Context: an optimization exercise on an open-source flow, tuned for small area, a short achievable clock period and few clock cycles. The choices shown serve that exercise and are no tape-out recipe. Function was checked by simulation only, so behaviour that the tests miss may differ from the original.

$ cat flow/design.v
`timescale 1ns / 1ps
package mexp_pkg;
	localparam int unsigned FIELD_BITS = 32;
	typedef enum logic [1:0] {
		OP_MUL = 2'b01,
		OP_RED = 2'b10
	} mexp_op_t;
	typedef struct packed {
		logic     start;
		mexp_op_t op;
	} mexp_ctl_t;
	typedef struct packed {
		logic busy;
		logic done;
	} mexp_stat_t;
endpackage
`timescale 1ns / 1ps
module mexp_unit #(
	parameter int W = 32
) (
	input  logic                clk,
	input  logic                arst_n,
	input  mexp_pkg::mexp_ctl_t ctl,
	input  logic [W-1:0]        a_in,
	input  logic [W-1:0]        b_in,
	input  logic [W-1:0]        m_in,
	output mexp_pkg::mexp_stat_t stat,
	output logic [W-1:0]        result
);
	localparam int CW = $clog2(W + 1);
	typedef enum logic [2:0] {
		U_IDLE = 3'b001,
		U_MUL  = 3'b010,
		U_RED  = 3'b100
	} unit_state_t;
	unit_state_t  state_q;
	logic [W-1:0] a_q;
	logic [W-1:0] b_q;
	logic [W-1:0] m_q;
	logic [W-1:0] acc_q;
	logic [CW-1:0] cnt_q;
	logic [W:0]   red_t;
	logic [W:0]   red_diff;
	logic [W-1:0] red_next;
	logic [W-1:0] acc_plus;
	logic [W-1:0] a_dbl;
	function automatic logic [W-1:0] add_red(input logic [W-1:0] x, input logic [W-1:0] y,
		input logic [W-1:0] m);
		logic [W:0] s;
		s = {1'b0, x} + {1'b0, y};
		if (s >= {1'b0, m}) begin
			s = s - {1'b0, m};
		end
		add_red = s[W-1:0];
	endfunction
	assign acc_plus = add_red(acc_q, a_q, m_q);
	assign a_dbl    = add_red(a_q, a_q, m_q);
	assign red_t    = {acc_q, a_q[W-1]};
	assign red_diff = red_t - {1'b0, m_q};
	assign red_next = (red_t >= {1'b0, m_q}) ? red_diff[W-1:0] : red_t[W-1:0];
	assign stat.busy = (state_q != U_IDLE);
	assign stat.done = ((state_q == U_MUL) && (b_q == '0)) ||
		((state_q == U_RED) && (cnt_q == '0));
	assign result    = acc_q;
	always_ff @(posedge clk or negedge arst_n) begin
		if (!arst_n) begin
			state_q <= U_IDLE;
			cnt_q   <= '0;
		end else begin
			unique case (state_q)
				U_IDLE: begin
					if (ctl.start) begin
						if (ctl.op == mexp_pkg::OP_RED) begin
							state_q <= U_RED;
						end else begin
							state_q <= U_MUL;
						end
						cnt_q <= CW'(W);
					end
				end
				U_MUL: begin
					if (b_q == '0) begin
						state_q <= U_IDLE;
					end
				end
				U_RED: begin
					if (cnt_q == '0) begin
						state_q <= U_IDLE;
					end else begin
						cnt_q <= cnt_q - CW'(1);
					end
				end
				default: begin
					state_q <= U_IDLE;
				end
			endcase
		end
	end
	always_ff @(posedge clk) begin
		if (state_q == U_IDLE && ctl.start) begin
			a_q   <= a_in;
			b_q   <= b_in;
			m_q   <= m_in;
			acc_q <= '0;
		end else if (state_q == U_MUL && b_q != '0) begin
			if (b_q[0]) begin
				acc_q <= acc_plus;
			end
			a_q <= a_dbl;
			b_q <= b_q >> 1;
		end else if (state_q == U_RED && cnt_q != '0) begin
			acc_q <= red_next;
			a_q   <= a_q << 1;
		end
	end
endmodule
`timescale 1ns / 1ps
module modular_exponentiation #(
	parameter int OPERAND_BITS = 32
) (
	input  logic        clk,
	input  logic        arst_n,
	input  logic        s_tvalid,
	output logic        s_tready,
	input  logic [95:0] s_tdata,
	output logic        m_tvalid,
	input  logic        m_tready,
	output logic [31:0] m_tdata,
	output logic        m_tuser
);
	localparam int W = OPERAND_BITS;
	typedef enum logic [7:0] {
		S_IDLE = 8'b0000_0001,
		S_CHK  = 8'b0000_0010,
		S_RED  = 8'b0000_0100,
		S_BIT  = 8'b0000_1000,
		S_MUL  = 8'b0001_0000,
		S_SQ0  = 8'b0010_0000,
		S_SQR  = 8'b0100_0000,
		S_FIN  = 8'b1000_0000
	} seq_state_t;
	seq_state_t   state_q;
	logic [W-1:0] base_q;
	logic [W-1:0] exp_q;
	logic [W-1:0] mod_q;
	logic [W-1:0] acc_q;
	logic         err_q;
	logic                      out_valid_q;
	logic [mexp_pkg::FIELD_BITS-1:0]     out_data_q;
	logic                      out_err_q;
	mexp_pkg::mexp_ctl_t    u_ctl;
	mexp_pkg::mexp_stat_t   u_st;
	logic [W-1:0] u_a;
	logic [W-1:0] u_res;
	logic         in_beat;
	logic         out_free;
	assign in_beat  = s_tvalid && s_tready;
	assign s_tready = (state_q == S_IDLE);
	assign out_free = !out_valid_q || m_tready;
	always_comb begin
		u_ctl.start = 1'b0;
		u_ctl.op    = mexp_pkg::OP_MUL;
		unique case (state_q)
			S_CHK: begin
				if (mod_q != '0 && exp_q != '0) begin
					u_ctl.start = 1'b1;
					u_ctl.op    = mexp_pkg::OP_RED;
				end
			end
			S_BIT: begin
				u_ctl.start = exp_q[0];
			end
			S_SQ0: begin
				u_ctl.start = (exp_q[W-1:1] != '0);
			end
			default: begin
				u_ctl.start = 1'b0;
			end
		endcase
	end
	assign u_a = (state_q == S_BIT) ? acc_q : base_q;
	mexp_unit #(
		.W(W)
	) u_unit (
		.clk    (clk),
		.arst_n (arst_n),
		.ctl    (u_ctl),
		.a_in   (u_a),
		.b_in   (base_q),
		.m_in   (mod_q),
		.stat   (u_st),
		.result (u_res)
	);
	always_ff @(posedge clk or negedge arst_n) begin
		if (!arst_n) begin
			state_q <= S_IDLE;
		end else begin
			unique case (state_q)
				S_IDLE: begin
					if (in_beat) begin
						state_q <= S_CHK;
					end
				end
				S_CHK: begin
					if (mod_q == '0 || exp_q == '0) begin
						state_q <= S_FIN;
					end else begin
						state_q <= S_RED;
					end
				end
				S_RED: begin
					if (u_st.done) begin
						state_q <= S_BIT;
					end
				end
				S_BIT: begin
					if (exp_q[0]) begin
						state_q <= S_MUL;
					end else begin
						state_q <= S_SQ0;
					end
				end
				S_MUL: begin
					if (u_st.done) begin
						state_q <= S_SQ0;
					end
				end
				S_SQ0: begin
					if (exp_q[W-1:1] == '0) begin
						state_q <= S_FIN;
					end else begin
						state_q <= S_SQR;
					end
				end
				S_SQR: begin
					if (u_st.done) begin
						state_q <= S_BIT;
					end
				end
				S_FIN: begin
					if (out_free) begin
						state_q <= S_IDLE;
					end
				end
				default: begin
					state_q <= S_IDLE;
				end
			endcase
		end
	end
	always_ff @(posedge clk) begin
		if (in_beat) begin
			base_q <= W'(s_tdata[31:0]);
			exp_q  <= W'(s_tdata[63:32]);
			mod_q  <= W'(s_tdata[95:64]);
		end
		if (state_q == S_CHK) begin
			err_q <= (mod_q == '0);
			if (mod_q == '0) begin
				acc_q <= '0;
			end else if (exp_q == '0 || mod_q != W'(1)) begin
				acc_q <= W'(1);
			end else begin
				acc_q <= '0;
			end
		end
		if (state_q == S_RED && u_st.done) begin
			base_q <= u_res;
		end
		if (state_q == S_MUL && u_st.done) begin
			acc_q <= u_res;
		end
		if (state_q == S_SQ0) begin
			exp_q <= exp_q >> 1;
		end
		if (state_q == S_SQR && u_st.done) begin
			base_q <= u_res;
		end
	end
	always_ff @(posedge clk or negedge arst_n) begin
		if (!arst_n) begin
			out_valid_q <= 1'b0;
		end else if (state_q == S_FIN && out_free) begin
			out_valid_q <= 1'b1;
		end else if (m_tready) begin
			out_valid_q <= 1'b0;
		end
	end
	always_ff @(posedge clk) begin
		if (state_q == S_FIN && out_free) begin
			out_data_q <= mexp_pkg::FIELD_BITS'(acc_q);
			out_err_q  <= err_q;
		end
	end
	assign m_tvalid = out_valid_q;
	assign m_tdata  = out_data_q;
	assign m_tuser  = out_err_q;
endmodule
$ cat flow/run.sh
#!/bin/bash
# synth_recipe.tcl (not shown) runs the flow's synth.tcl, then flattens the netlist and writes it again
# the make line also repeats each setting of config.mk as NAME=value (left out here)
make -C /OpenROAD-flow-scripts/flow DESIGN_CONFIG=/design/flow/config.mk WORK_HOME=/design/flow/orfs CLKGATE_MAP_FILE= SYNTH_SCRIPT=/design/flow/synth_recipe.tcl finish
$ cat flow/config.mk
export PLATFORM = sky130hd
export DESIGN_NAME = modular_exponentiation
export DESIGN_NICKNAME = modular_exponentiation
export VERILOG_FILES = /design/flow/design.v
export SDC_FILE = /design/flow/constraint.sdc
export NUM_CORES = 4
export LEC_CHECK = 0
export CAP_MARGIN = 20
export CORE_MARGIN = 2
export CORE_UTILIZATION = 40
export SLEW_MARGIN = 20
$ cat flow/constraint.sdc
create_clock -name core_clock -period 7.0 [get_ports {clk}]
set_input_delay 1.4000 -clock core_clock [delete_from_list [all_inputs] [get_ports {clk}]]
set_output_delay 1.4000 -clock core_clock [all_outputs]
set_load 0.01 [all_outputs]
==> report_table.html, run 1 <==
<table>
<tr><th>Metric</th><th>Value</th></tr>
<tr><th colspan="2">Status</th></tr>
<tr><td>Status</td><td>finished clean</td></tr>
<tr><th colspan="2">Clock tree</th></tr>
<tr><td>Inserted Clock Buffers</td><td>37</td></tr>
<tr><td>Cts hold-fix bufs</td><td>0</td></tr>
<tr><td>Gates resized, CTS repair</td><td>0</td></tr>
<tr><td>Clock network latency to the later pin of the worst-skew pair</td><td>570 ps</td></tr>
<tr><td>H-Tree Depth</td><td>2</td></tr>
<tr><td>Number of clock sinks</td><td>308</td></tr>
<tr><td>Number of post-CTS setup repair buffers</td><td>0</td></tr>
<tr><td>Longest Clk Path Bufs</td><td>3</td></tr>
<tr><td>TritonCTS clock tree</td><td>built</td></tr>
<tr><td>Clock input transition at the sequential cells of the worst setup and hold paths</td><td>60 ps</td></tr>
<tr><td>Clock root buffer</td><td>sky130_fd_sc_hd__clkbuf_16</td></tr>
<tr><th colspan="2">Synth</th></tr>
<tr><td>Count of yosys warnings during synthesis</td><td>2</td></tr>
<tr><td>Cell count after synthesis</td><td>2125</td></tr>
<tr><td>Area contributors post-synth</td><td>sky130_fd_sc_hd__edfxtp_1 38%, sky130_fd_sc_hd__ha_1 8.0%, sky130_fd_sc_hd__nand2_1 6.6%, sky130_fd_sc_hd__a21oi_1 3.5%, sky130_fd_sc_hd__dfxtp_1 3.2%</td></tr>
<tr><td>Count of flip-flops with a built-in enable after synthesis</td><td>257</td></tr>
<tr><td>Proportion of synthesized area in mux cells</td><td>4.40%</td></tr>
<tr><td>Yosys reg bits</td><td>308</td></tr>
<tr><td>Number of library cell types mapped by synthesis</td><td>87</td></tr>
<tr><td>Top flip-flop cell by instance count after synthesis</td><td>sky130_fd_sc_hd__edfxtp_1</td></tr>
<tr><td>Post-Syn Area</td><td>0.0204 sq mm</td></tr>
<tr><td>Largest area contributor in the synthesized netlist</td><td>sky130_fd_sc_hd__edfxtp_1</td></tr>
<tr><td>Post-synthesis share of cell area spent on and, or, nand and nor gates</td><td>17.8%</td></tr>
<tr><td>Combinational family with the most area after synthesis</td><td>compound AO/OA/AOI/OAI gates</td></tr>
<tr><td>Net Count, Synth</td><td>2359</td></tr>
<tr><td>Sequential share of the synthesized area</td><td>43.3%</td></tr>
<tr><td>Fraction of registers with async set or reset after synthesis</td><td>5.84%</td></tr>
<tr><td>Most common library cells after synthesis</td><td>359 x sky130_fd_sc_hd__nand2_1, 257 x sky130_fd_sc_hd__edfxtp_1, 141 x sky130_fd_sc_hd__a21oi_1</td></tr>
<tr><td>Fraction of synthesized cell area in xor and xnor cells</td><td>4.34%</td></tr>
<tr><td>Leading cell type by number of instances after synthesis</td><td>sky130_fd_sc_hd__nand2_1</td></tr>
<tr><td>Area share of the leading cell type in the synthesized netlist</td><td>37.9%</td></tr>
<tr><td>Area share of fa/ha/maj cells after synthesis</td><td>8.38%</td></tr>
<tr><td>Post-synthesis compound-gate area fraction</td><td>18.5%</td></tr>
<tr><td>Average size of a mapped cell</td><td>9.59 sq um</td></tr>
<tr><th colspan="2">Floorplanning</th></tr>
<tr><td>Area enclosed by the die boundary</td><td>0.0528 sq mm</td></tr>
<tr><td>Placeable core region</td><td>0.0503 sq mm</td></tr>
<tr><td>Site row count</td><td>82</td></tr>
<tr><td>Number of primary I/O pins</td><td>135</td></tr>
<tr><td>Die Y</td><td>230 um</td></tr>
<tr><td>Die extent in x</td><td>230 um</td></tr>
<tr><td>Effective utilization at floorplan</td><td>40.5%</td></tr>
<tr><th colspan="2">STA</th></tr>
<tr><td>Clk_skew</td><td>21.3 ps</td></tr>
<tr><td>RSZ-0062 raised after global routing</td><td>false</td></tr>
<tr><td>Post-route minimum period</td><td>6090 ps</td></tr>
<tr><td>Setup TNS</td><td>0 ps</td></tr>
<tr><td>Post-route clock period utilization</td><td>87.0%</td></tr>
<tr><td>Number of endpoints failing setup at the final stage</td><td>0</td></tr>
<tr><td>Achievable frequency</td><td>0.164 GHz</td></tr>
<tr><td>Hold violation count in the final report</td><td>0</td></tr>
<tr><td>Final Max Tran Viols</td><td>0</td></tr>
<tr><td>Transition at the pin with the smallest max-transition slack</td><td>1080 ps</td></tr>
<tr><td>Worst Hold Margin</td><td>432 ps</td></tr>
<tr><td>Post-layout worst setup margin</td><td>911 ps</td></tr>
<tr><td>Relative slew slack</td><td>28.0%</td></tr>
<tr><th colspan="2">Route</th></tr>
<tr><td>Number of vias in the routed layout</td><td>17.2k</td></tr>
<tr><td>Detailed-route wire length per cell</td><td>22.0 um</td></tr>
<tr><td>Post-DR vias/cell</td><td>5.87</td></tr>
<tr><td>Final ANT Viol Nets</td><td>0</td></tr>
<tr><td>Routed wire length</td><td>64.5 mm</td></tr>
<tr><td>DRT iter0 DRCs</td><td>1592</td></tr>
<tr><td>Detailed Routing Iterations Pass 1</td><td>5</td></tr>
<tr><td>DR DRC count</td><td>0</td></tr>
<tr><th colspan="2">Critical path</th></tr>
<tr><td>Origin of the worst setup path</td><td>u_unit.a_q[0]</td></tr>
<tr><td>Data required time of the critical path</td><td>7440 ps</td></tr>
<tr><td>Nature of the critical path startpoint</td><td>register</td></tr>
<tr><td>Critical-path cell list</td><td>ha_1 -&gt; fa_1 -&gt; a211oi_1 -&gt; nor3_1 -&gt; o31ai_1 -&gt; o21ai_2 -&gt; a31oi_2 -&gt; o21ai_0 -&gt; a211oi_1 -&gt; nor3_1 -&gt; ha_1 -&gt; a21o_1 -&gt; a211oi_1 -&gt; o211ai_1 -&gt; a311o_1 -&gt; a31oi_1 -&gt; o21a_1 -&gt; nand2_2 -&gt; mux2_2 -&gt; a221o_1</td></tr>
<tr><td>Setup slack of the worst register-to-register path</td><td>910 ps</td></tr>
<tr><td>Critical path class</td><td>register to register</td></tr>
<tr><td>Worst Setup End Kind</td><td>register</td></tr>
<tr><td>Timing endpoint of the critical path</td><td>u_unit.acc_q[8]</td></tr>
<tr><td>Critical path data arrival time</td><td>6530 ps</td></tr>
<tr><td>Slowest CP cell</td><td>sky130_fd_sc_hd__o31ai_1</td></tr>
<tr><td>Launch point of the worst reg-to-reg path</td><td>u_unit.a_q[0]</td></tr>
<tr><td>Depth of the most critical reg-to-reg path</td><td>20</td></tr>
<tr><td>CP most frequent cell</td><td>sky130_fd_sc_hd__a211oi_1</td></tr>
<tr><td>Largest stage delay, worst path</td><td>490 ps</td></tr>
<tr><td>Endpoint of the worst-slack reg-to-reg timing path</td><td>u_unit.acc_q[8]</td></tr>
<tr><td>CP Max Fanout</td><td>17</td></tr>
<tr><th colspan="2">Global routing</th></tr>
<tr><td>Antenna violations before repair</td><td>0</td></tr>
<tr><td>Total grt overflow</td><td>0</td></tr>
<tr><td>Maximum number of pins on one net before global-route repair</td><td>62</td></tr>
<tr><td>Global-route wire length before repair</td><td>97.5 mm</td></tr>
<tr><td>Met3 demand-to-capacity share in global routing</td><td>3.92%</td></tr>
<tr><td>Busiest grt layer</td><td>met2</td></tr>
<tr><td>Met1 usage</td><td>35.6%</td></tr>
<tr><td>Grt met2 use</td><td>36.0%</td></tr>
<tr><td>Total routing usage reported by global routing</td><td>24.1%</td></tr>
<tr><td>Number of global-route vias before repair</td><td>16.5k</td></tr>
<tr><th colspan="2">Placed design</th></tr>
<tr><td>Buffers added on ports</td><td>134</td></tr>
<tr><td>Post-placement setup slack</td><td>954 ps</td></tr>
<tr><td>DP Wirelength</td><td>49.5 mm</td></tr>
<tr><td>Routability congestion estimate from global placement</td><td>0.987</td></tr>
<tr><th colspan="2">Min path</th></tr>
<tr><td>Kind of path behind the tightest hold check</td><td>register to register</td></tr>
<tr><td>Worst hold start</td><td>err_q</td></tr>
<tr><th colspan="2">Cells and area</th></tr>
<tr><td>Antenna diode count</td><td>0</td></tr>
<tr><td>Area growth from synthesis to layout</td><td>15.5%</td></tr>
<tr><td>Number of nets at the end of the flow</td><td>2464</td></tr>
<tr><td>Share of layout cells above drive strength 1</td><td>6.65%</td></tr>
<tr><th colspan="2">Run</th></tr>
<tr><td>Number of maximum-capacitance violations</td><td>0</td></tr>
</table>
## sequential cells by signal, indices dropped and copies added (netlist names)
name / count
u_unit.cnt_q: 6
err_q: 1
state_q: 8
base_q: 32
out_data_q: 32
u_unit.b_q: 32
out_valid_q: 1
out_err_q: 1
u_unit.acc_q: 32
acc_q: 32
mod_q: 32
exp_q: 32
u_unit.a_q: 32
u_unit.state_q: 3
u_unit.m_q: 32
## layer usage
metal	routed length (um)	vias up	part of all wire [%]
li1	-	8176	-
met2	27400	674	42
met3	5200	101	8.1
met1	30100	8248	47
met4	1880	0	2.9
met5	0	-	0
## kinds of logic after synthesis
logic type,Yosys count
simple gates,772
compound gates,559
flops,308
xor+xnor,101
fa+ha+maj,134
buf+inv,166
mux,85
## layout by cell type (no fill, tap or decap), types with 14 or more instances in the layout
master                              n
sky130_fd_sc_hd__and3_1            24
sky130_fd_sc_hd__a21oi_1          140
sky130_fd_sc_hd__o21a_1            17
sky130_fd_sc_hd__clkbuf_16         38
sky130_fd_sc_hd__dfrtp_1           16
sky130_fd_sc_hd__clkdlybuf4s50_1  134
sky130_fd_sc_hd__and2_1            40
sky130_fd_sc_hd__a31oi_1           19
sky130_fd_sc_hd__o21ai_0          101
sky130_fd_sc_hd__o211ai_1          29
sky130_fd_sc_hd__xnor2_1           72
sky130_fd_sc_hd__a211oi_1          41
sky130_fd_sc_hd__o221ai_1          30
sky130_fd_sc_hd__o31ai_1           14
sky130_fd_sc_hd__mux2_2            37
sky130_fd_sc_hd__nand2b_1          20
sky130_fd_sc_hd__nand4_1           22
sky130_fd_sc_hd__nand3_1           58
sky130_fd_sc_hd__mux2i_1           48
sky130_fd_sc_hd__inv_1             74
sky130_fd_sc_hd__dfxtp_1           33
sky130_fd_sc_hd__buf_4             23
sky130_fd_sc_hd__ha_1             130
sky130_fd_sc_hd__nor2b_1           19
sky130_fd_sc_hd__nand2_1          358
sky130_fd_sc_hd__a21o_1            49
sky130_fd_sc_hd__edfxtp_1         257
sky130_fd_sc_hd__nor4_1            31
sky130_fd_sc_hd__nor3_1            48
sky130_fd_sc_hd__xor2_1            29
sky130_fd_sc_hd__nor2_1            99
## worst min path at each step
stage / end / slack, ps / cells past startpoint
finish: out_err_q / 430 / 0
global route: out_err_q / 460 / 0
CTS: out_err_q / 430 / 0
detailed placement: out_err_q / 420 / 0
global placement: out_err_q / 410 / 0
floorplan: out_err_q / 400 / 0
## critical path: cells and delay by family, from the launching register on
kind            cells  cell delay, ps
compound gates     13            3490
fa+ha+maj           3            1050
simple gates        3             580
flops               1             430
mux                 1             400
## per-stage QoR
step	utilization, %	std cells	cell area [sq um]
floorplan	-	2125	20400
global placement	44.5	2863	22400
detailed placement	44.5	2863	22400
CTS	46.8	2929	23500
global route	46.8	2929	23500
finish	46.8	2929	23500
## final cells by class
| cell class | instances | area [sq um] |
|---|---|---|
| clock buffers | 44 | 973 |
| clock inverters | 22 | 175 |
| fillers | 4784 | 26700 |
| inverters | 75 | 282 |
| multi-input cells | 1651 | 10900 |
| flip-flops and latches | 308 | 8830 |
| well taps | 672 | 841 |
| repair buffers | 157 | 1510 |
Testbench counts, summed over its fixed seeds: cycles 287,643.
==> inputs of run 2 (changes only) <==
==> flow/design.v (replaced) <==
`timescale 1ns / 1ps
package mexp_pkg;
	localparam int unsigned FIELD_BITS = 32;
endpackage
`timescale 1ns / 1ps
module mexp_unit #(
	parameter int W = 32
) (
	input  logic         bit_i,
	input  logic [W-1:0] r_i,
	input  logic [W-1:0] a_i,
	input  logic [W-1:0] m_i,
	output logic [W-1:0] y_o
);
	localparam int X = W + 3;
	logic [X-1:0] r2, p, nm1, nm2;
	logic [X-1:0] s1, c1, s2, c2;
	logic [X-1:0] t, x1, x2;
	assign r2  = {2'b00, r_i, 1'b0};
	assign p   = bit_i ? {3'b000, a_i} : '0;
	assign nm1 = ~{3'b000, m_i};
	assign nm2 = ~{2'b00, m_i, 1'b0};
	assign s1 = r2 ^ p ^ nm1;
	assign c1 = {((r2 & p) | (r2 & nm1) | (p & nm1)), 1'b1};
	assign s2 = r2 ^ p ^ nm2;
	assign c2 = {((r2 & p) | (r2 & nm2) | (p & nm2)), 1'b1};
	assign t  = r2 + p;
	assign x1 = s1 + c1;
	assign x2 = s2 + c2;
	always_comb begin
		if (!x2[X-1]) begin
			y_o = x2[W-1:0];
		end else if (!x1[X-1]) begin
			y_o = x1[W-1:0];
		end else begin
			y_o = t[W-1:0];
		end
	end
endmodule
`timescale 1ns / 1ps
module modular_exponentiation #(
	parameter int OPERAND_BITS = 32
) (
	input  logic        clk,
	input  logic        arst_n,
	input  logic        s_tvalid,
	output logic        s_tready,
	input  logic [95:0] s_tdata,
	output logic        m_tvalid,
	input  logic        m_tready,
	output logic [31:0] m_tdata,
	output logic        m_tuser
);
	localparam int W = OPERAND_BITS;
	typedef enum logic [2:0] {
		S_IDLE = 3'd0,
		S_CHK  = 3'd1,
		S_SKIP = 3'd2,
		S_RUN  = 3'd3,
		S_DONE = 3'd4,
		S_OUT  = 3'd5
	} seq_state_t;
	seq_state_t   state_q;
	logic [W-1:0] mod_q;
	logic [W-1:0] acc_q;
	logic [W-1:0] r_q;
	logic         bit_q;
	logic         sq_q;
	logic [4:0]   cnt_q;
	logic [4:0]   eidx_q;
	logic         err_q;
	logic [W-1:0] in_b;
	logic [W-1:0] in_e;
	logic [W-1:0] step;
	logic         ebit;
	logic         last;
	assign in_b = s_tdata[31:0];
	assign in_e = s_tdata[63:32];
	assign ebit = in_e[eidx_q];
	assign last = (cnt_q == 5'd0);
	mexp_unit #(
		.W(W)
	) u_unit (
		.bit_i(bit_q),
		.r_i  (r_q),
		.a_i  (acc_q),
		.m_i  (mod_q),
		.y_o  (step)
	);
	always_ff @(posedge clk) begin
		mod_q <= s_tdata[95:64];
	end
	always_ff @(posedge clk or negedge arst_n) begin
		if (!arst_n) begin
			state_q <= S_IDLE;
		end else begin
			unique case (state_q)
				S_IDLE: begin
					if (s_tvalid) begin
						state_q <= S_CHK;
					end
				end
				S_CHK: begin
					if (mod_q == '0 || in_e == '0) begin
						state_q <= S_DONE;
					end else begin
						state_q <= S_SKIP;
					end
				end
				S_SKIP: begin
					if (ebit) begin
						state_q <= S_RUN;
					end
				end
				S_RUN: begin
					if (last && !(sq_q && ebit) && eidx_q == 5'd0) begin
						state_q <= S_DONE;
					end
				end
				S_DONE: begin
					state_q <= S_OUT;
				end
				S_OUT: begin
					if (m_tready) begin
						state_q <= s_tvalid ? S_CHK : S_IDLE;
					end
				end
				default: begin
					state_q <= S_IDLE;
				end
			endcase
		end
	end
	always_ff @(posedge clk) begin
		unique case (state_q)
			S_CHK: begin
				err_q  <= (mod_q == '0);
				acc_q  <= (mod_q == '0) ? W'(0) : W'(1);
				eidx_q <= 5'd31;
			end
			S_SKIP: begin
				r_q   <= '0;
				sq_q  <= 1'b0;
				cnt_q <= 5'd31;
				bit_q <= in_b[W-1];
				if (!ebit) begin
					eidx_q <= eidx_q - 5'd1;
				end
			end
			S_RUN: begin
				if (!last) begin
					r_q   <= step;
					cnt_q <= cnt_q - 5'd1;
					bit_q <= sq_q ? acc_q[cnt_q - 5'd1] : in_b[cnt_q - 5'd1];
				end else begin
					acc_q <= step;
					r_q   <= '0;
					cnt_q <= 5'd31;
					if (sq_q && ebit) begin
						sq_q  <= 1'b0;
						bit_q <= in_b[W-1];
					end else begin
						sq_q   <= 1'b1;
						bit_q  <= step[W-1];
						eidx_q <= eidx_q - 5'd1;
					end
				end
			end
			default: begin
			end
		endcase
	end
	assign s_tready = (state_q == S_DONE);
	assign m_tvalid = (state_q == S_OUT);
	assign m_tdata  = acc_q;
	assign m_tuser  = err_q;
endmodule
==> run 2 against run 1 <==
Still clean. Sequential share of layout area is 16 points lower. Via count is 39% lower. Synthesized cell count is 37% lower. Routed wire length is 40% lower. Cell area is 40% lower. Clock-buffer cell count is 35 lower. Largest cell class unchanged. Highest routed layer unchanged.
==> report_table.html, run 2 <==
<table>
<tr><th>Metric</th><th>Value</th></tr>
<tr><th colspan="2">Status</th></tr>
<tr><td>Status</td><td>finished clean (unchanged)</td></tr>
<tr><th colspan="2">STA</th></tr>
<tr><td>Post-route minimum period</td><td>5100 ps (was 6090 ps)</td></tr>
<tr><td>RSZ-0062 raised after global routing</td><td>false (unchanged)</td></tr>
<tr><td>Worst Hold Margin</td><td>648 ps (was 432 ps)</td></tr>
<tr><td>Hold violation count in the final report</td><td>0 (unchanged)</td></tr>
<tr><td>Post-route clock period utilization</td><td>72.8% (was 87.0%)</td></tr>
<tr><td>Final Max Tran Viols</td><td>0 (unchanged)</td></tr>
<tr><td>Clk_skew</td><td>12.2 ps (was 21.3 ps)</td></tr>
<tr><td>Relative slew slack</td><td>30.6% (was 28.0%)</td></tr>
<tr><td>Transition at the pin with the smallest max-transition slack</td><td>1030 ps (was 1080 ps)</td></tr>
<tr><td>Number of endpoints failing setup at the final stage</td><td>0 (unchanged)</td></tr>
<tr><td>Setup TNS</td><td>0 ps (unchanged)</td></tr>
<tr><td>Achievable frequency</td><td>0.196 GHz (was 0.164 GHz)</td></tr>
<tr><th colspan="2">Critical path</th></tr>
<tr><td>Endpoint of the worst-slack reg-to-reg timing path</td><td>acc_q[10] (was u_unit.acc_q[8])</td></tr>
<tr><td>Worst Setup End Kind</td><td>register (unchanged)</td></tr>
<tr><td>CP Max Fanout</td><td>24 (was 17)</td></tr>
<tr><td>Critical-path cell list</td><td>buf_4 -&gt; nand2_1 -&gt; fa_1 -&gt; inv_1 -&gt; ha_1 -&gt; nand4_1 -&gt; a211oi_1 -&gt; o21a_1 -&gt; o21ai_1 -&gt; o21ba_2 -&gt; o21ai_4 -&gt; buf_4 -&gt; mux2_2 -&gt; o21ai_0 -&gt; nor2_1 (was ha_1 -&gt; fa_1 -&gt; a211oi_1 -&gt; nor3_1 -&gt; o31ai_1 -&gt; o21ai_2 -&gt; a31oi_2 -&gt; o21ai_0 -&gt; a211oi_1 -&gt; nor3_1 -&gt; ha_1 -&gt; a21o_1 -&gt; a211oi_1 -&gt; o211ai_1 -&gt; a311o_1 -&gt; a31oi_1 -&gt; o21a_1 -&gt; nand2_2 -&gt; mux2_2 -&gt; a221o_1)</td></tr>
<tr><td>Slowest CP cell</td><td>sky130_fd_sc_hd__o21ai_4 (was sky130_fd_sc_hd__o31ai_1)</td></tr>
<tr><td>Setup slack of the worst register-to-register path</td><td>1900 ps (was 910 ps)</td></tr>
<tr><td>Critical path class</td><td>register to register (unchanged)</td></tr>
<tr><td>CP most frequent cell</td><td>sky130_fd_sc_hd__buf_4 (was sky130_fd_sc_hd__a211oi_1)</td></tr>
<tr><td>Launch point of the worst reg-to-reg path</td><td>bit_q (was u_unit.a_q[0])</td></tr>
<tr><td>Critical path data arrival time</td><td>5190 ps (was 6530 ps)</td></tr>
<tr><td>Origin of the worst setup path</td><td>bit_q (was u_unit.a_q[0])</td></tr>
<tr><td>Nature of the critical path startpoint</td><td>register (unchanged)</td></tr>
<tr><td>Largest stage delay, worst path</td><td>690 ps (was 490 ps)</td></tr>
<tr><td>Depth of the most critical reg-to-reg path</td><td>15 (was 20)</td></tr>
<tr><td>Data required time of the critical path</td><td>7100 ps (was 7440 ps)</td></tr>
<tr><th colspan="2">Clock tree</th></tr>
<tr><td>TritonCTS clock tree</td><td>built (unchanged)</td></tr>
<tr><td>Number of clock sinks</td><td>112 (was 308)</td></tr>
<tr><td>Clock input transition at the sequential cells of the worst setup and hold paths</td><td>80 ps (was 60 ps)</td></tr>
<tr><td>H-Tree Depth</td><td>3 (was 2)</td></tr>
<tr><td>Inserted Clock Buffers</td><td>9 (was 37)</td></tr>
<tr><td>Longest Clk Path Bufs</td><td>2 (was 3)</td></tr>
<tr><td>Cts hold-fix bufs</td><td>0 (unchanged)</td></tr>
<tr><td>Clock root buffer</td><td>sky130_fd_sc_hd__clkbuf_16 (unchanged)</td></tr>
<tr><td>Gates resized, CTS repair</td><td>0 (unchanged)</td></tr>
<tr><td>Number of post-CTS setup repair buffers</td><td>0 (unchanged)</td></tr>
<tr><td>Clock network latency to the later pin of the worst-skew pair</td><td>380 ps (was 570 ps)</td></tr>
<tr><th colspan="2">Placed design</th></tr>
<tr><td>Buffers added on ports</td><td>134 (unchanged)</td></tr>
<tr><td>Routability congestion estimate from global placement</td><td>0.932 (was 0.987)</td></tr>
<tr><td>DP Wirelength</td><td>30.5 mm (was 49.5 mm)</td></tr>
<tr><th colspan="2">Synth</th></tr>
<tr><td>Number of library cell types mapped by synthesis</td><td>78 (was 87)</td></tr>
<tr><td>Post-synthesis share of cell area spent on and, or, nand and nor gates</td><td>15.6% (was 17.8%)</td></tr>
<tr><td>Proportion of synthesized area in mux cells</td><td>6.20% (was 4.40%)</td></tr>
<tr><td>Fraction of synthesized cell area in xor and xnor cells</td><td>6.06% (was 4.34%)</td></tr>
<tr><td>Average size of a mapped cell</td><td>8.94 sq um (was 9.59 sq um)</td></tr>
<tr><td>Area share of fa/ha/maj cells after synthesis</td><td>21.1% (was 8.38%)</td></tr>
<tr><td>Most common library cells after synthesis</td><td>169 x sky130_fd_sc_hd__inv_1, 116 x sky130_fd_sc_hd__nor2_1, 101 x sky130_fd_sc_hd__a21oi_1 (was 359 x sky130_fd_sc_hd__nand2_1, 257 x sky130_fd_sc_hd__edfxtp_1, 141 x sky130_fd_sc_hd__a21oi_1)</td></tr>
<tr><td>Fraction of registers with async set or reset after synthesis</td><td>2.68% (was 5.84%)</td></tr>
<tr><td>Combinational family with the most area after synthesis</td><td>adder cells (was compound AO/OA/AOI/OAI gates)</td></tr>
<tr><td>Area contributors post-synth</td><td>sky130_fd_sc_hd__edfxtp_1 19%, sky130_fd_sc_hd__fa_1 11%, sky130_fd_sc_hd__ha_1 10%, sky130_fd_sc_hd__dfxtp_1 5.3%, sky130_fd_sc_hd__inv_1 5.3% (was sky130_fd_sc_hd__edfxtp_1 38%, sky130_fd_sc_hd__ha_1 8.0%, sky130_fd_sc_hd__nand2_1 6.6%, sky130_fd_sc_hd__a21oi_1 3.5%, sky130_fd_sc_hd__dfxtp_1 3.2%)</td></tr>
<tr><td>Yosys reg bits</td><td>112 (was 308)</td></tr>
<tr><td>Leading cell type by number of instances after synthesis</td><td>sky130_fd_sc_hd__inv_1 (was sky130_fd_sc_hd__nand2_1)</td></tr>
<tr><td>Largest area contributor in the synthesized netlist</td><td>sky130_fd_sc_hd__edfxtp_1 (unchanged)</td></tr>
<tr><td>Net Count, Synth</td><td>1605 (was 2359)</td></tr>
<tr><td>Post-synthesis compound-gate area fraction</td><td>19.0% (was 18.5%)</td></tr>
<tr><td>Top flip-flop cell by instance count after synthesis</td><td>sky130_fd_sc_hd__edfxtp_1 (unchanged)</td></tr>
<tr><td>Count of yosys warnings during synthesis</td><td>2 (unchanged)</td></tr>
<tr><td>Area share of the leading cell type in the synthesized netlist</td><td>19.3% (was 37.9%)</td></tr>
<tr><td>Count of flip-flops with a built-in enable after synthesis</td><td>77 (was 257)</td></tr>
<tr><td>Cell count after synthesis</td><td>1342 (was 2125)</td></tr>
<tr><td>Sequential share of the synthesized area</td><td>25.2% (was 43.3%)</td></tr>
<tr><td>Post-Syn Area</td><td>0.0120 sq mm (was 0.0204 sq mm)</td></tr>
<tr><th colspan="2">Floorplanning</th></tr>
<tr><td>Effective utilization at floorplan</td><td>40.6% (was 40.5%)</td></tr>
<tr><td>Die Y</td><td>177 um (was 230 um)</td></tr>
<tr><td>Die extent in x</td><td>177 um (was 230 um)</td></tr>
<tr><td>Area enclosed by the die boundary</td><td>0.0314 sq mm (was 0.0528 sq mm)</td></tr>
<tr><td>Number of primary I/O pins</td><td>135 (unchanged)</td></tr>
<tr><td>Placeable core region</td><td>0.0296 sq mm (was 0.0503 sq mm)</td></tr>
<tr><td>Site row count</td><td>63 (was 82)</td></tr>
<tr><th colspan="2">Global routing</th></tr>
<tr><td>Number of global-route vias before repair</td><td>10.4k (was 16.5k)</td></tr>
<tr><td>Total grt overflow</td><td>0 (unchanged)</td></tr>
<tr><td>Maximum number of pins on one net before global-route repair</td><td>48 (was 62)</td></tr>
<tr><td>Antenna violations before repair</td><td>0 (unchanged)</td></tr>
<tr><td>Total routing usage reported by global routing</td><td>25.1% (was 24.1%)</td></tr>
<tr><td>Global-route wire length before repair</td><td>59.3 mm (was 97.5 mm)</td></tr>
<tr><th colspan="2">Cells and area</th></tr>
<tr><td>Share of layout cells above drive strength 1</td><td>5.87% (was 6.65%)</td></tr>
<tr><td>Most common cell after layout, fill and taps aside</td><td>sky130_fd_sc_hd__inv_1 (was sky130_fd_sc_hd__nand2_1)</td></tr>
<tr><td>Largest regs</td><td>acc_q x32, mod_q x32, r_q x32</td></tr>
<tr><td>Number of nets at the end of the flow</td><td>1724 (was 2464)</td></tr>
<tr><td>Number of filler instances in the final layout</td><td>2827 (was 4784)</td></tr>
<tr><td>Antenna diode count</td><td>0 (unchanged)</td></tr>
<tr><td>Area growth from synthesis to layout</td><td>17.2% (was 15.5%)</td></tr>
<tr><td>Commonest non-fill, non-tap cells in the layout</td><td>169 x sky130_fd_sc_hd__inv_1, 134 x sky130_fd_sc_hd__clkdlybuf4s50_1, 116 x sky130_fd_sc_hd__nor2_1 (was 358 x sky130_fd_sc_hd__nand2_1, 257 x sky130_fd_sc_hd__edfxtp_1, 140 x sky130_fd_sc_hd__a21oi_1)</td></tr>
<tr><th colspan="2">Min path</th></tr>
<tr><td>Worst hold start</td><td>eidx_q[4] (was err_q)</td></tr>
<tr><td>Hold EP</td><td>eidx_q[4] (was out_err_q)</td></tr>
<tr><td>Number of cells on the worst hold path</td><td>2 (was 0)</td></tr>
<tr><td>Kind of path behind the tightest hold check</td><td>register to register (unchanged)</td></tr>
<tr><th colspan="2">Run</th></tr>
<tr><td>Number of maximum-capacitance violations</td><td>0 (unchanged)</td></tr>
<tr><th colspan="2">Route</th></tr>
<tr><td>Detailed-route wire length per cell</td><td>20.7 um (was 22.0 um)</td></tr>
<tr><td>Number of vias in the routed layout</td><td>10.5k (was 17.2k)</td></tr>
<tr><td>Detailed Routing Iterations Pass 1</td><td>5 (unchanged)</td></tr>
<tr><td>DRT iter0 DRCs</td><td>1093 (was 1592)</td></tr>
<tr><td>Final ANT Viol Nets</td><td>0 (unchanged)</td></tr>
<tr><td>Post-DR vias/cell</td><td>5.68 (was 5.87)</td></tr>
<tr><td>Routed wire length</td><td>38.5 mm (was 64.5 mm)</td></tr>
<tr><td>DR DRC count</td><td>0 (unchanged)</td></tr>
</table>
## run 2: layer usage
layer	GRT usage [%]	up-vias	routed length (um)
met5	0	-	0
met4	8.23	0	1090
met3	4.62	50	2980
met2	38.2	389	16700
met1	35.9	5087	17700
li1	-	5009	-
## run 2: cell type report
class	count	area (sq um)	share of cell area [%]
inverters	169	634	4.51
multi-input cells	1021	8180	58.2
clock buffers	9	225	1.60
flip-flops and latches	112	3030	21.5
clock inverters	6	60.1	0.427
well taps	390	488	3.47
repair buffers	148	1450	10.3
## run 2: worst max-delay path by stage
stage	cells after the start	end	slack, ps
6_report	15	acc_q[10]	1900
5_1_grt	16	acc_q[28]	1700
4_1_cts	15	acc_q[10]	1990
3_5_place_dp	15	acc_q[10]	2020
3_3_place_gp	15	acc_q[10]	2030
2_1_floorplan	6	acc_q[0]	2590
## run 2: stage by stage
stage               std cells  instance area, sq um  setup WS, ps  util [%]
floorplan                1342                 12000          2590         -
detailed placement       1839                 13800          2020      46.6
finish                   1855                 14100          1900      47.6
global route             1855                 14100          1700      47.6
CTS                      1854                 14100          1990      47.6
global placement         1839                 13800          2030      46.6
## run 2: critical path, delay by kind of cell, from the launching register on
kind	cells	cell delay, ps
AO/OA/AOI/OAI	6	1920
adder cells (fa/ha/maj)	2	990
buffers and inverters	3	670
flip-flops	1	360
multiplexers	1	370
AND/OR/NAND/NOR	3	460
## run 2: cells by family after synthesis
family | count (synthesis)
AND/OR/NAND/NOR | 387
AO/OA/AOI/OAI | 344
buffers and inverters | 209
adder cells (fa/ha/maj) | 163
flip-flops | 112
XOR/XNOR | 83
multiplexers | 44
Testbench counts of run 2, summed over its fixed seeds: cycles 282,571.
==> inputs of run 3 (changes only) <==
--- a/flow/config.mk
+++ b/flow/config.mk
@@ -6,6 +6,9 @@
 export NUM_CORES = 4
 export LEC_CHECK = 0
+export ABC_CLOCK_PERIOD_IN_PS = 2500
 export CAP_MARGIN = 20
 export CORE_MARGIN = 2
 export CORE_UTILIZATION = 40
+export SETUP_SLACK_MARGIN = 3.5
 export SLEW_MARGIN = 20
+export TNS_END_PERCENT = 100
==> run 3 against run 2 <==
Register-to-register slack better by 1000 ps. Clock-buffer cell count up 3. Non-clock buffer count increased by 68. Critical endpoint is now r_q[17]. Routed wire length is 12% higher. Synthesized cell count did not move. First-iteration DRC count grew 7.2%. Core utilization up 6.6 points. Final cell count grew 3.9%. Highest routed layer is now met5.
==> report_table.html, run 3 <==
<table>
<tr><th>Metric</th><th>Value</th></tr>
<tr><th colspan="2">Status</th></tr>
<tr><td>Status</td><td>finished clean (unchanged)</td></tr>
<tr><th colspan="2">Synth</th></tr>
<tr><td>Post-Syn Area</td><td>0.0120 sq mm (unchanged)</td></tr>
<tr><td>Area contributors post-synth</td><td>sky130_fd_sc_hd__edfxtp_1 19%, sky130_fd_sc_hd__fa_1 11%, sky130_fd_sc_hd__ha_1 10%, sky130_fd_sc_hd__dfxtp_1 5.3%, sky130_fd_sc_hd__inv_1 5.3% (unchanged)</td></tr>
<tr><td>Largest area contributor in the synthesized netlist</td><td>sky130_fd_sc_hd__edfxtp_1 (unchanged)</td></tr>
<tr><td>Area share of the leading cell type in the synthesized netlist</td><td>19.3% (unchanged)</td></tr>
<tr><td>Count of yosys warnings during synthesis</td><td>2 (unchanged)</td></tr>
<tr><td>Number of library cell types mapped by synthesis</td><td>78 (unchanged)</td></tr>
<tr><td>Net Count, Synth</td><td>1605 (unchanged)</td></tr>
<tr><td>Sequential share of the synthesized area</td><td>25.2% (unchanged)</td></tr>
<tr><td>Leading cell type by number of instances after synthesis</td><td>sky130_fd_sc_hd__inv_1 (unchanged)</td></tr>
<tr><td>Count of flip-flops with a built-in enable after synthesis</td><td>77 (unchanged)</td></tr>
<tr><td>Fraction of registers with async set or reset after synthesis</td><td>2.68% (unchanged)</td></tr>
<tr><td>Most common library cells after synthesis</td><td>169 x sky130_fd_sc_hd__inv_1, 116 x sky130_fd_sc_hd__nor2_1, 101 x sky130_fd_sc_hd__a21oi_1 (unchanged)</td></tr>
<tr><td>Average size of a mapped cell</td><td>8.94 sq um (unchanged)</td></tr>
<tr><td>Cell count after synthesis</td><td>1342 (unchanged)</td></tr>
<tr><td>Top flip-flop cell by instance count after synthesis</td><td>sky130_fd_sc_hd__edfxtp_1 (unchanged)</td></tr>
<tr><td>Yosys reg bits</td><td>112 (unchanged)</td></tr>
<tr><th colspan="2">Run</th></tr>
<tr><td>Number of maximum-capacitance violations</td><td>0 (unchanged)</td></tr>
<tr><th colspan="2">Global routing</th></tr>
<tr><td>Total grt overflow</td><td>0 (unchanged)</td></tr>
<tr><td>Global-route wire length before repair</td><td>63.7 mm (was 59.3 mm)</td></tr>
<tr><td>Total routing usage reported by global routing</td><td>27.1% (was 25.1%)</td></tr>
<tr><td>Maximum number of pins on one net before global-route repair</td><td>47 (was 48)</td></tr>
<tr><td>Antenna violations before repair</td><td>1 (was 0)</td></tr>
<tr><td>Number of global-route vias before repair</td><td>11.0k (was 10.4k)</td></tr>
<tr><th colspan="2">Cells and area</th></tr>
<tr><td>Share of layout cells above drive strength 1</td><td>21.7% (was 5.87%)</td></tr>
<tr><td>Most common cell after layout, fill and taps aside</td><td>sky130_fd_sc_hd__inv_1 (unchanged)</td></tr>
<tr><td>Area taken by flip-flops and latches</td><td>0.00303 sq mm (unchanged)</td></tr>
<tr><td>Largest regs</td><td>acc_q x32, mod_q x32, r_q x32 (unchanged)</td></tr>
<tr><td>Area growth from synthesis to layout</td><td>33.5% (was 17.2%)</td></tr>
<tr><td>Number of filler instances in the final layout</td><td>2657 (was 2827)</td></tr>
<tr><td>Number of nets at the end of the flow</td><td>1794 (was 1724)</td></tr>
<tr><td>Area taken by multi-input logic gates</td><td>0.00936 sq mm (was 0.00818 sq mm)</td></tr>
<tr><td>Commonest non-fill, non-tap cells in the layout</td><td>165 x sky130_fd_sc_hd__inv_1, 134 x sky130_fd_sc_hd__clkdlybuf4s50_1, 103 x sky130_fd_sc_hd__nor2_1 (was 169 x sky130_fd_sc_hd__inv_1, 134 x sky130_fd_sc_hd__clkdlybuf4s50_1, 116 x sky130_fd_sc_hd__nor2_1)</td></tr>
<tr><th colspan="2">Placed design</th></tr>
<tr><td>Buffers added on ports</td><td>134 (unchanged)</td></tr>
<tr><td>Routability congestion estimate from global placement</td><td>0.942 (was 0.932)</td></tr>
<tr><td>DP Wirelength</td><td>31.9 mm (was 30.5 mm)</td></tr>
<tr><th colspan="2">Critical path</th></tr>
<tr><td>Data required time of the critical path</td><td>7110 ps (was 7100 ps)</td></tr>
<tr><td>CP Max Fanout</td><td>6 (was 24)</td></tr>
<tr><td>Critical path class</td><td>register to register (unchanged)</td></tr>
<tr><td>Nature of the critical path startpoint</td><td>register (unchanged)</td></tr>
<tr><td>Worst Setup End Kind</td><td>register (unchanged)</td></tr>
<tr><td>Critical path data arrival time</td><td>4200 ps (was 5190 ps)</td></tr>
<tr><th colspan="2">Floorplanning</th></tr>
<tr><td>Effective utilization at floorplan</td><td>40.6% (unchanged)</td></tr>
<tr><td>Site row count</td><td>63 (unchanged)</td></tr>
<tr><td>Area enclosed by the die boundary</td><td>0.0314 sq mm (unchanged)</td></tr>
<tr><td>Die Y</td><td>177 um (unchanged)</td></tr>
<tr><td>Number of primary I/O pins</td><td>135 (unchanged)</td></tr>
<tr><td>Die extent in x</td><td>177 um (unchanged)</td></tr>
<tr><td>Placeable core region</td><td>0.0296 sq mm (unchanged)</td></tr>
<tr><th colspan="2">Route</th></tr>
<tr><td>DRT iter0 DRCs</td><td>1172 (was 1093)</td></tr>
<tr><td>Detailed Routing Iterations Pass 1</td><td>5 (unchanged)</td></tr>
<tr><td>Post-DR vias/cell</td><td>5.83 (was 5.68)</td></tr>
<tr><td>Number of vias in the routed layout</td><td>11.2k (was 10.5k)</td></tr>
<tr><td>DR DRC count</td><td>0 (unchanged)</td></tr>
<tr><td>Detailed-route wire length per cell</td><td>22.4 um (was 20.7 um)</td></tr>
<tr><td>Final ANT Viol Nets</td><td>0 (unchanged)</td></tr>
<tr><td>Routed wire length</td><td>43.2 mm (was 38.5 mm)</td></tr>
<tr><th colspan="2">STA</th></tr>
<tr><td>Transition at the pin with the smallest max-transition slack</td><td>1100 ps (was 1030 ps)</td></tr>
<tr><td>Final Max Tran Viols</td><td>0 (unchanged)</td></tr>
<tr><td>Achievable frequency</td><td>0.244 GHz (was 0.196 GHz)</td></tr>
<tr><td>Setup TNS</td><td>0 ps (unchanged)</td></tr>
<tr><td>Post-route clock period utilization</td><td>58.4% (was 72.8%)</td></tr>
<tr><td>Number of endpoints failing setup at the final stage</td><td>0 (unchanged)</td></tr>
<tr><td>Clk_skew</td><td>9.63 ps (was 12.2 ps)</td></tr>
<tr><td>Hold violation count in the final report</td><td>0 (unchanged)</td></tr>
<tr><td>Post-route minimum period</td><td>4090 ps (was 5100 ps)</td></tr>
<tr><td>Relative slew slack</td><td>26.7% (was 30.6%)</td></tr>
<tr><td>RSZ-0062 raised after global routing</td><td>true (was false)</td></tr>
<tr><th colspan="2">Min path</th></tr>
<tr><td>Kind of path behind the tightest hold check</td><td>register to register (unchanged)</td></tr>
<tr><th colspan="2">Clock tree</th></tr>
<tr><td>Inserted Clock Buffers</td><td>9 (unchanged)</td></tr>
<tr><td>Longest Clk Path Bufs</td><td>2 (unchanged)</td></tr>
<tr><td>Cts hold-fix bufs</td><td>0 (unchanged)</td></tr>
<tr><td>Clock input transition at the sequential cells of the worst setup and hold paths</td><td>80 ps (about the same)</td></tr>
<tr><td>Clock root buffer</td><td>sky130_fd_sc_hd__clkbuf_16 (unchanged)</td></tr>
<tr><td>Number of clock sinks</td><td>112 (unchanged)</td></tr>
<tr><td>Clock network latency to the later pin of the worst-skew pair</td><td>380 ps (about the same)</td></tr>
<tr><td>H-Tree Depth</td><td>3 (unchanged)</td></tr>
<tr><td>TritonCTS clock tree</td><td>built (unchanged)</td></tr>
</table>
-- run 3: path summary, 6_finish.rpt --
check	from	end	slack [ps]	cells after the start
min in group asynchronous	arst_n	state_q[1]	1210	1
max in group asynchronous	arst_n	state_q[2]	5640	1
min	eidx_q[4]	eidx_q[4]	660	2
max	bit_q	r_q[17]	2910	15
min reg2reg	eidx_q[4]	eidx_q[4]	660	2
max reg2reg	bit_q	r_q[17]	2910	15
-- run 3: cell families after synthesis --
kind of cell	Yosys count	share of synthesized area, %
simple gates	387	15.6
compound gates	344	19.0
buf+inv	209	6.84
fa+ha+maj	163	21.1
flops	112	25.2
xor+xnor	83	6.06
mux	44	6.20
-- run 3: cell type report --
class,instances,share of cell area [%]
clock inverter,4,0.164
antenna,1,0.0156
sequential,112,18.9
inverter,169,3.96
timing repair buffer,216,13.9
tap,390,3.05
clock buffer,12,1.61
multi-input combinational,1023,58.4
-- run 3: metrics by stage --
step	hold WS [ps]	std cells	instance area [sq um]	utilization (%)	setup slack, ps
after floorplan	577	1342	12200	-	3450
after global placement	612	1838	13900	47.1	2200
after detailed placement	625	1838	13900	47.1	2070
after CTS	645	1908	15400	52.2	2970
after global routing	690	1926	16000	54.2	2850
final	659	1927	16000	54.2	2910
-- run 3: worst max-delay path, cell delays in order, from the launching register on --
cell and delay (ps):
sky130_fd_sc_hd__edfxtp_1 420, sky130_fd_sc_hd__buf_6 160, sky130_fd_sc_hd__buf_12 140, sky130_fd_sc_hd__and2_4 160
sky130_fd_sc_hd__fa_1 590, sky130_fd_sc_hd__ha_4 230, sky130_fd_sc_hd__o211ai_1 270, sky130_fd_sc_hd__o21ai_4 130
sky130_fd_sc_hd__or2_2 330, sky130_fd_sc_hd__a31oi_2 300, sky130_fd_sc_hd__o221a_2 290, sky130_fd_sc_hd__o221ai_1 160
sky130_fd_sc_hd__xor2_1 190, sky130_fd_sc_hd__a21oi_1 260, sky130_fd_sc_hd__a21o_1 140, sky130_fd_sc_hd__nor2_1 40
-- run 3: per-layer routing --
metal	share of wire, %	up-vias	track usage (%)
met5	0.025	-	0
met4	2.8	2	8.64
met3	9.1	69	6.36
met2	45	531	41.4
met1	43	5481	37.8
li1	-	5158	-
-- run 3: what timing repair did --
| action | 4_1_cts | 5_1_grt |
|---|---|---|
| resized for setup | 160 | 87 |
| buffers inserted | 47 | 15 |
| cloned | 7 | 3 |
| endpoints found under the setup margin | 91 | 67 |
| pin swaps | 28 | 41 |
==> inputs of run 4 (changes only) <==
--- a/flow/config.mk
+++ b/flow/config.mk
@@ -10,5 +10,5 @@
 export CORE_MARGIN = 2
 export CORE_UTILIZATION = 40
-export SETUP_SLACK_MARGIN = 3.5
+export SETUP_SLACK_MARGIN = 2.5
 export SLEW_MARGIN = 20
 export TNS_END_PERCENT = 100
==> run 4 against run 3 <==
Non-clock buffer count fell by 58. Sequential share of layout area grew 2.2 points. Clock-buffer cell count decreased by 3. Largest cell class unchanged. Still clean.
==> report_table.html, run 4 <==
<table>
<tr><th>Metric</th><th>Value</th></tr>
<tr><th colspan="2">Cells and area</th></tr>
<tr><td>Number of nets at the end of the flow</td><td>1736 (was 1794)</td></tr>
<tr><td>Share of layout cells above drive strength 1</td><td>7.45% (was 21.7%)</td></tr>
<tr><td>Antenna diode count</td><td>0 (was 1)</td></tr>
<tr><td>Area growth from synthesis to layout</td><td>19.3% (was 33.5%)</td></tr>
<tr><td>Largest regs</td><td>acc_q x32, mod_q x32, r_q x32 (unchanged)</td></tr>
<tr><td>Commonest non-fill, non-tap cells in the layout</td><td>169 x sky130_fd_sc_hd__inv_1, 134 x sky130_fd_sc_hd__clkdlybuf4s50_1, 116 x sky130_fd_sc_hd__nor2_1 (was 165 x sky130_fd_sc_hd__inv_1, 134 x sky130_fd_sc_hd__clkdlybuf4s50_1, 103 x sky130_fd_sc_hd__nor2_1)</td></tr>
<tr><td>Number of filler instances in the final layout</td><td>2804 (was 2657)</td></tr>
<tr><td>Most common cell after layout, fill and taps aside</td><td>sky130_fd_sc_hd__inv_1 (unchanged)</td></tr>
<tr><th colspan="2">Route</th></tr>
<tr><td>Post-DR vias/cell</td><td>5.73 (was 5.83)</td></tr>
<tr><td>Routed wire length</td><td>39.8 mm (was 43.2 mm)</td></tr>
<tr><td>Number of vias in the routed layout</td><td>10.7k (was 11.2k)</td></tr>
<tr><td>DR DRC count</td><td>0 (unchanged)</td></tr>
<tr><td>DRT iter0 DRCs</td><td>956 (was 1172)</td></tr>
<tr><td>Detailed-route wire length per cell</td><td>21.3 um (was 22.4 um)</td></tr>
<tr><td>Final ANT Viol Nets</td><td>0 (unchanged)</td></tr>
<tr><td>Detailed Routing Iterations Pass 1</td><td>6 (was 5)</td></tr>
<tr><th colspan="2">Synth</th></tr>
<tr><td>Largest area contributor in the synthesized netlist</td><td>sky130_fd_sc_hd__edfxtp_1 (unchanged)</td></tr>
<tr><td>Count of yosys warnings during synthesis</td><td>2 (unchanged)</td></tr>
<tr><td>Fraction of registers with async set or reset after synthesis</td><td>2.68% (unchanged)</td></tr>
<tr><td>Yosys reg bits</td><td>112 (unchanged)</td></tr>
<tr><td>Sequential share of the synthesized area</td><td>25.2% (unchanged)</td></tr>
<tr><td>Leading cell type by number of instances after synthesis</td><td>sky130_fd_sc_hd__inv_1 (unchanged)</td></tr>
<tr><td>Post-Syn Area</td><td>0.0120 sq mm (unchanged)</td></tr>
<tr><td>Most common library cells after synthesis</td><td>169 x sky130_fd_sc_hd__inv_1, 116 x sky130_fd_sc_hd__nor2_1, 101 x sky130_fd_sc_hd__a21oi_1 (unchanged)</td></tr>
<tr><td>Net Count, Synth</td><td>1605 (unchanged)</td></tr>
<tr><td>Cell count after synthesis</td><td>1342 (unchanged)</td></tr>
<tr><td>Top flip-flop cell by instance count after synthesis</td><td>sky130_fd_sc_hd__edfxtp_1 (unchanged)</td></tr>
<tr><td>Average size of a mapped cell</td><td>8.94 sq um (unchanged)</td></tr>
<tr><td>Number of library cell types mapped by synthesis</td><td>78 (unchanged)</td></tr>
<tr><td>Area share of the leading cell type in the synthesized netlist</td><td>19.3% (unchanged)</td></tr>
<tr><td>Count of flip-flops with a built-in enable after synthesis</td><td>77 (unchanged)</td></tr>
<tr><td>Area contributors post-synth</td><td>sky130_fd_sc_hd__edfxtp_1 19%, sky130_fd_sc_hd__fa_1 11%, sky130_fd_sc_hd__ha_1 10%, sky130_fd_sc_hd__dfxtp_1 5.3%, sky130_fd_sc_hd__inv_1 5.3% (unchanged)</td></tr>
<tr><th colspan="2">Floorplanning</th></tr>
<tr><td>Number of primary I/O pins</td><td>135 (unchanged)</td></tr>
<tr><td>Site row count</td><td>63 (unchanged)</td></tr>
<tr><td>Area enclosed by the die boundary</td><td>0.0314 sq mm (unchanged)</td></tr>
<tr><td>Effective utilization at floorplan</td><td>40.6% (unchanged)</td></tr>
<tr><td>Placeable core region</td><td>0.0296 sq mm (unchanged)</td></tr>
<tr><td>Die Y</td><td>177 um (unchanged)</td></tr>
<tr><td>Die extent in x</td><td>177 um (unchanged)</td></tr>
<tr><th colspan="2">Critical path</th></tr>
<tr><td>Critical-path cell list</td><td>buf_6 -&gt; and2_1 -&gt; inv_1 -&gt; fa_1 -&gt; inv_1 -&gt; ha_1 -&gt; nand2_1 -&gt; o21ai_2 -&gt; a31oi_1 -&gt; o31ai_4 -&gt; and4b_2 -&gt; buf_4 -&gt; o31ai_4 -&gt; buf_12 -&gt; buf_12 -&gt; a21oi_1 -&gt; nor2_1 (was buf_6 -&gt; buf_12 -&gt; and2_4 -&gt; fa_1 -&gt; ha_4 -&gt; o211ai_1 -&gt; o21ai_4 -&gt; or2_2 -&gt; a31oi_2 -&gt; o221a_2 -&gt; o221ai_1 -&gt; xor2_1 -&gt; a21oi_1 -&gt; a21o_1 -&gt; nor2_1)</td></tr>
<tr><td>Data required time of the critical path</td><td>7090 ps (was 7110 ps)</td></tr>
<tr><td>Worst Setup End Kind</td><td>register (unchanged)</td></tr>
<tr><td>Setup slack of the worst register-to-register path</td><td>2680 ps (was 2910 ps)</td></tr>
<tr><td>Category of cells accounting for the largest share of critical-path delay</td><td>compound AO/OA/AOI/OAI gates (unchanged)</td></tr>
<tr><td>CP Buf/Inv Count</td><td>6 (was 2)</td></tr>
<tr><td>Endpoint of the worst-slack reg-to-reg timing path</td><td>acc_q[21] (was r_q[17])</td></tr>
<tr><td>Largest stage delay, worst path</td><td>480 ps (was 590 ps)</td></tr>
<tr><td>Slowest CP cell</td><td>sky130_fd_sc_hd__fa_1 (unchanged)</td></tr>
<tr><td>Nature of the critical path startpoint</td><td>register (unchanged)</td></tr>
<tr><td>Depth of the most critical reg-to-reg path</td><td>17 (was 15)</td></tr>
<tr><td>Critical path class</td><td>register to register (unchanged)</td></tr>
<tr><td>CP Max Fanout</td><td>16 (was 6)</td></tr>
<tr><td>Critical path data arrival time</td><td>4410 ps (was 4200 ps)</td></tr>
<tr><td>Launch point of the worst reg-to-reg path</td><td>bit_q (unchanged)</td></tr>
<tr><th colspan="2">Clock tree</th></tr>
<tr><td>H-Tree Depth</td><td>3 (unchanged)</td></tr>
<tr><td>Clock root buffer</td><td>sky130_fd_sc_hd__clkbuf_16 (unchanged)</td></tr>
<tr><td>Number of clock sinks</td><td>112 (unchanged)</td></tr>
<tr><td>Clock input transition at the sequential cells of the worst setup and hold paths</td><td>80 ps (about the same)</td></tr>
<tr><td>Inserted Clock Buffers</td><td>9 (unchanged)</td></tr>
<tr><td>Clock network latency to the later pin of the worst-skew pair</td><td>380 ps (about the same)</td></tr>
<tr><td>TritonCTS clock tree</td><td>built (unchanged)</td></tr>
<tr><td>Longest Clk Path Bufs</td><td>2 (unchanged)</td></tr>
<tr><th colspan="2">STA</th></tr>
<tr><td>Post-route clock period utilization</td><td>61.8% (was 58.4%)</td></tr>
<tr><td>Transition at the pin with the smallest max-transition slack</td><td>899 ps (was 1100 ps)</td></tr>
<tr><td>Hold violation count in the final report</td><td>0 (unchanged)</td></tr>
<tr><td>Worst Hold Margin</td><td>651 ps (was 659 ps)</td></tr>
<tr><td>Post-route minimum period</td><td>4320 ps (was 4090 ps)</td></tr>
<tr><td>Achievable frequency</td><td>0.231 GHz (was 0.244 GHz)</td></tr>
<tr><td>Number of endpoints failing setup at the final stage</td><td>0 (unchanged)</td></tr>
<tr><td>Final Max Tran Viols</td><td>0 (unchanged)</td></tr>
<tr><td>RSZ-0062 raised after global routing</td><td>false (was true)</td></tr>
<tr><td>Setup TNS</td><td>0 ps (unchanged)</td></tr>
<tr><td>Relative slew slack</td><td>39.9% (was 26.7%)</td></tr>
<tr><td>Clk_skew</td><td>11.6 ps (was 9.63 ps)</td></tr>
<tr><td>Post-layout worst setup margin</td><td>2680 ps (was 2910 ps)</td></tr>
<tr><th colspan="2">Run</th></tr>
<tr><td>Number of maximum-capacitance violations</td><td>0 (unchanged)</td></tr>
<tr><th colspan="2">Global routing</th></tr>
<tr><td>Number of global-route vias before repair</td><td>10.6k (was 11.0k)</td></tr>
<tr><td>Global-route wire length before repair</td><td>60.7 mm (was 63.7 mm)</td></tr>
<tr><td>Total grt overflow</td><td>0 (unchanged)</td></tr>
<tr><td>Total routing usage reported by global routing</td><td>25.8% (was 27.1%)</td></tr>
<tr><td>Maximum number of pins on one net before global-route repair</td><td>48 (was 47)</td></tr>
<tr><td>Antenna violations before repair</td><td>0 (was 1)</td></tr>
<tr><th colspan="2">Min path</th></tr>
<tr><td>Kind of path behind the tightest hold check</td><td>register to register (unchanged)</td></tr>
<tr><td>Hold EP</td><td>eidx_q[4] (unchanged)</td></tr>
<tr><td>Worst hold start</td><td>eidx_q[4] (unchanged)</td></tr>
<tr><td>Number of cells on the worst hold path</td><td>2 (unchanged)</td></tr>
<tr><th colspan="2">Placed design</th></tr>
<tr><td>Buffers added on ports</td><td>134 (unchanged)</td></tr>
<tr><td>DP Wirelength</td><td>30.5 mm (was 31.9 mm)</td></tr>
<tr><td>Routability congestion estimate from global placement</td><td>0.932 (was 0.942)</td></tr>
<tr><td>Post-placement setup slack</td><td>2020 ps (was 2070 ps)</td></tr>
<tr><th colspan="2">Status</th></tr>
<tr><td>Status</td><td>finished clean (unchanged)</td></tr>
</table>
==> run 4: how the worst max path moves through the flow <==
stage / endpoint / slack [ps] / start / cells after the start
2_1_floorplan: acc_q[0] / 2590 / state_q[2] / 6
3_3_place_gp: acc_q[10] / 2030 / bit_q / 15
3_5_place_dp: acc_q[10] / 2020 / bit_q / 15
4_1_cts: acc_q[28] / 2490 / bit_q / 16
5_1_grt: acc_q[4] / 2500 / bit_q / 17
6_report: acc_q[21] / 2680 / bit_q / 17
==> run 4: final cells by class <==
cell class                 count  area [sq um]  share of cell area, %
inverter                     169           634                   4.43
clock inverter                 6          60.1                  0.420
clock buffer                   9           225                   1.57
tap                          390           488                   3.41
timing repair buffer         158          1570                   11.0
multi-input combinational   1023          8310                   58.0
sequential                   112          3030                   21.2
==> run 4: what timing repair did <==
item / in CTS / in global routing
resized for setup: 8 / 19
gates cloned: 2 / 0
pin swaps: 3 / 4
setup endpoints to repair: 65 / 63
hold buffers: 0 / 0
buffers inserted: 6 / 4
==> run 4: kinds of logic after synthesis <==
group	Yosys count	share of synthesized area (%)
AND/OR/NAND/NOR	387	15.6
AO/OA/AOI/OAI	344	19.0
buffers and inverters	209	6.84
adder cells (fa/ha/maj)	163	21.1
flip-flops	112	25.2
XOR/XNOR	83	6.06
multiplexers	44	6.20
==> run 4: tightest hold or removal path, stage by stage (launching register included) <==
cell and delay [ps]:
sky130_fd_sc_hd__edfxtp_1 420, sky130_fd_sc_hd__nand2_1 70, sky130_fd_sc_hd__nand3b_1 70
==> run 4: stage by stage <==
stage,instance area [sq um],utilization [%],cells
floorplan,12000,-,1342
global placement,13800,46.6,1839
detailed placement,13800,46.6,1839
CTS,14200,48.0,1862
global route,14300,48.4,1867
finish,14300,48.4,1867
==> run 4: metal layers <==
metal	GRT usage, %	up-vias	routed length, um
met5	0	-	0
met4	9.16	0	1250
met3	4.57	66	3470
met2	39.1	483	17300
met1	36.7	5112	17800
li1	-	5035	-

-- re-timing with driven ports --
No port has a modelled driver above. Below, the same layouts with a new extraction and two added sets of constraints. Step 1 (the two cells are an assumption about what drives the block):
set clk [get_ports {clk}]
set_driving_cell -lib_cell sky130_fd_sc_hd__clkbuf_16 $clk
set_driving_cell -lib_cell sky130_fd_sc_hd__buf_2 [delete_from_list [all_inputs] $clk]
Step 2 times the ports against the registers' clock, not the clock port: input delays grow and output delays shrink by t, the midpoint of the rising clock arrivals with the driver on. a / b / c = no drivers / after step 1 / after step 2; a / b = the first two.
run | t, ns | setup slack, ns | worst setup path after step 2 | worst data-port slew with drivers (ns) | cell pins on the clock port's net
run 1 | 0.618 | 0.911 / 0.911 / 0.911 | register to register | 0.05 | 1
run 2 | 0.418 | 1.904 / 1.904 / 1.904 | register to register | 0.05 | 1
run 3 | 0.422 | 2.910 / 2.910 / 2.910 | register to register | 0.05 | 1
run 4 | 0.420 | 2.677 / 2.677 / 2.677 | register to register | 0.05 | 1
After both steps setup and hold are still met in every run listed.
